What follows belongs to an exercise in optimizing a design on an open flow for small area; a production flow would make more cautious choices.
Function was checked by simulation only, so behaviour that the tests miss may differ from the original.
Power figures rest on the tool's default switching activity, not on a simulated workload.

## the previous run
## caret_control_text_screen
module caret_control_text_screen #(
	parameter int ROWS = ccts_pkg::DEF_ROWS,
	parameter int COLS = ccts_pkg::DEF_COLS
) (
	input  logic       clk,
	input  logic       arst_n,
	input  logic       req_valid,
	output logic       req_ready,
	input  logic [1:0] opcode,
	input  logic [7:0] char_byte,
	input  logic       line_end,
	input  logic [3:0] read_row,
	input  logic [3:0] read_col,
	output logic       rsp_valid,
	input  logic       rsp_ready,
	output logic [7:0] cell_char,
	output logic [3:0] cursor_row,
	output logic [3:0] cursor_col,
	output logic       insert_on
);
	logic [3:0] cur_y_q, cur_y_n;
	logic [3:0] cur_x_q, cur_x_n;
	logic       ins_q, ins_n;
	logic       ph_caret_q, ph_caret_n;
	logic       ph_digit_q, ph_digit_n;
	logic [3:0] held_q;
	logic       rsp_valid_q;
	logic [7:0] cell_char_q;
	logic       acc, feed, rd;
	logic       is_digit;
	logic       do_put, do_clr, do_era;
	logic [7:0] read_char;
	assign req_ready = !rsp_valid_q || rsp_ready;
	assign acc       = req_valid && req_ready;
	assign feed      = acc && opcode == OP_FEED;
	assign rd        = acc && opcode == OP_READ;
	assign is_digit = (char_byte >= CH_0) && (char_byte <= CH_9);
	always_comb begin
		cur_y_n    = cur_y_q;
		cur_x_n    = cur_x_q;
		ins_n      = ins_q;
		ph_caret_n = ph_caret_q;
		ph_digit_n = ph_digit_q;
		do_put     = 1'b0;
		do_clr     = 1'b0;
		do_era     = 1'b0;
		if (feed) begin
			ph_caret_n = 1'b0;
			ph_digit_n = 1'b0;
			if (ph_caret_q) begin
				if (is_digit) begin
					ph_digit_n = 1'b1;
				end else begin
					case (char_byte)
						CH_B: cur_x_n = '0;
						CH_C: do_clr = 1'b1;
						CH_E: do_era = 1'b1;
						CH_H: begin
							cur_y_n = '0;
							cur_x_n = '0;
						end
						CH_I: ins_n = 1'b1;
						CH_O: ins_n = 1'b0;
						CH_D: if (cur_y_q != 4'(ROWS - 1)) cur_y_n = cur_y_q + 4'd1;
						CH_U: if (cur_y_q != 4'd0) cur_y_n = cur_y_q - 4'd1;
						CH_L: if (cur_x_q != 4'd0) cur_x_n = cur_x_q - 4'd1;
						CH_R: if (cur_x_q != 4'(COLS - 1)) cur_x_n = cur_x_q + 4'd1;
						CH_CARET: do_put = 1'b1;
						default: ;
					endcase
				end
			end else if (ph_digit_q && is_digit) begin
				cur_y_n = held_q;
				cur_x_n = char_byte[3:0];
			end else if (char_byte == CH_CARET) begin
				ph_caret_n = 1'b1;
			end else begin
				do_put = 1'b1;
			end
  ...
Size: about 2700 cells after synthesis, about 840 flip-flops, roughly 42 I/O pins.
==> flow/config.mk <==
export PLATFORM = sky130hd
export DESIGN_NAME = caret_control_text_screen
export DESIGN_NICKNAME = caret_control_text_screen
export VERILOG_FILES = /design/flow/design.v
export SDC_FILE = /design/flow/constraint.sdc
export NUM_CORES = 4
export LEC_CHECK = 0
export CAP_MARGIN = 20
export CORE_MARGIN = 2
export CORE_UTILIZATION = 40
export SLEW_MARGIN = 20
export SYNTH_HIERARCHICAL = 1
==> flow/constraint.sdc <==
create_clock -name core_clock -period 6.0 [get_ports {clk}]
set_input_delay 1.2000 -clock core_clock [delete_from_list [all_inputs] [get_ports {clk}]]
set_output_delay 1.2000 -clock core_clock [all_outputs]
set_load 0.01 [all_outputs]
standard.sh (not shown) runs the stock make flow with config.mk's settings and CLKGATE_MAP_FILE= SYNTH_SCRIPT=/design/flow/synth_recipe.tcl, a recipe that flattens the netlist after the stock synthesis.
==> flow/flow/run.sh <==
#!/bin/bash
# Layout flow: the standard layout (standard.sh, with the standard synthesis
# unchanged), with two changes in how the layout is made:
#  - each port gets the smallest buffer, sky130_fd_sc_hd__buf_1;
#  - clock tree synthesis clusters at most 16 flip-flops within 65 um under each
#    sky130_fd_sc_hd__clkbuf_8 and adds no dummy loads.
# make's output goes to standard_flow.log; each ORFS step keeps its own log
# under orfs/logs.
set -euo pipefail
cd "$(dirname "$0")/.."
export BUFFER_PORTS_ARGS="-buffer_cell sky130_fd_sc_hd__buf_1"
export CTS_ARGS="-sink_clustering_enable -repair_clock_nets -dont_use_dummy_load -sink_clustering_size 16 -sink_clustering_max_diameter 65 -buf_list sky130_fd_sc_hd__clkbuf_8"
bash standard.sh finish > standard_flow.log 2>&1
The final layout from the previous run, which completed every stage, passed the timing, design-rule and antenna checks at the end of the flow.
diff inputs: the previous run => the current run
==> flow/flow/run.sh <==
#!/bin/bash
# Layout flow: the standard layout (standard.sh, with the standard synthesis
# unchanged), with two changes in how the layout is made:
#  - each port gets the smallest buffer, sky130_fd_sc_hd__buf_1;
#  - clock tree synthesis clusters at most 14 flip-flops within 60 um under each
#    sky130_fd_sc_hd__clkbuf_8 and adds no dummy loads.
# make's output goes to standard_flow.log; each ORFS step keeps its own log
# under orfs/logs.
set -euo pipefail
cd "$(dirname "$0")/.."
export BUFFER_PORTS_ARGS="-buffer_cell sky130_fd_sc_hd__buf_1"
export CTS_ARGS="-sink_clustering_enable -repair_clock_nets -dont_use_dummy_load -sink_clustering_size 14 -sink_clustering_max_diameter 60 -buf_list sky130_fd_sc_hd__clkbuf_8"
bash standard.sh finish > standard_flow.log 2>&1
==> comparison <==
Having completed the whole flow, the current run delivered a layout that passed the timing, design-rule and antenna checks.
The share of the clock period used by the worst path after layout number comes out higher for the current run vs the previous run.
Comparing the previous run against the current run, there is no change at all in portion of netlist area occupied by mux cells.
Looking only at met3 wirelength from detailed routing, and setting everything else aside, the higher value of the previous run and the current run goes to the previous run.
Diff the previous run -> the current run | register-to-register slack | decrease of 40 ps
From the previous run to the current run the numbers moved as follows: clock share of power now sits higher; highest clock rate now sits lower.
Relative to the previous run, the final cell area reported for the current run is higher.
The starting density of the core was comparable across the previous run and the current run.
In the reports for the previous run and the current run, the smaller sequential share of layout area belongs to the current run.
Number of DRC violations after detailed routing: the previous run vs the current run identical
NOTE: aggregate routed wire length in the current run exceeds that of the previous run

[separate check: timing with driven ports]
No port has a modelled driver above. Below, the same layouts with a new extraction and two added sets of constraints.
Step 1, drivers: a clkbuf_16 drives clk and a buf_2 each remaining input, both assumed.
Step 2 also shifts input and output timing later by t, the mid clock arrival at the registers, as if the neighbouring blocks saw the same clock.
Slacks: no drivers / after step 1 / after step 2; pairs: no drivers / after step 1.
| run | t, ns | slack for setup (ns) | worst setup path after step 2 |
|---|---|---|---|
| the previous run | 0.794 | 1.417 / 1.461 / 0.666 | input to register |
| the current run | 0.756 | 1.355 / 1.397 / 0.640 | input to register |
After both steps setup and hold are still met in every run listed. For the previous run, which loses most, drivers alone change the setup slack by +0.044 ns; drivers and shift together by -0.751 ns.
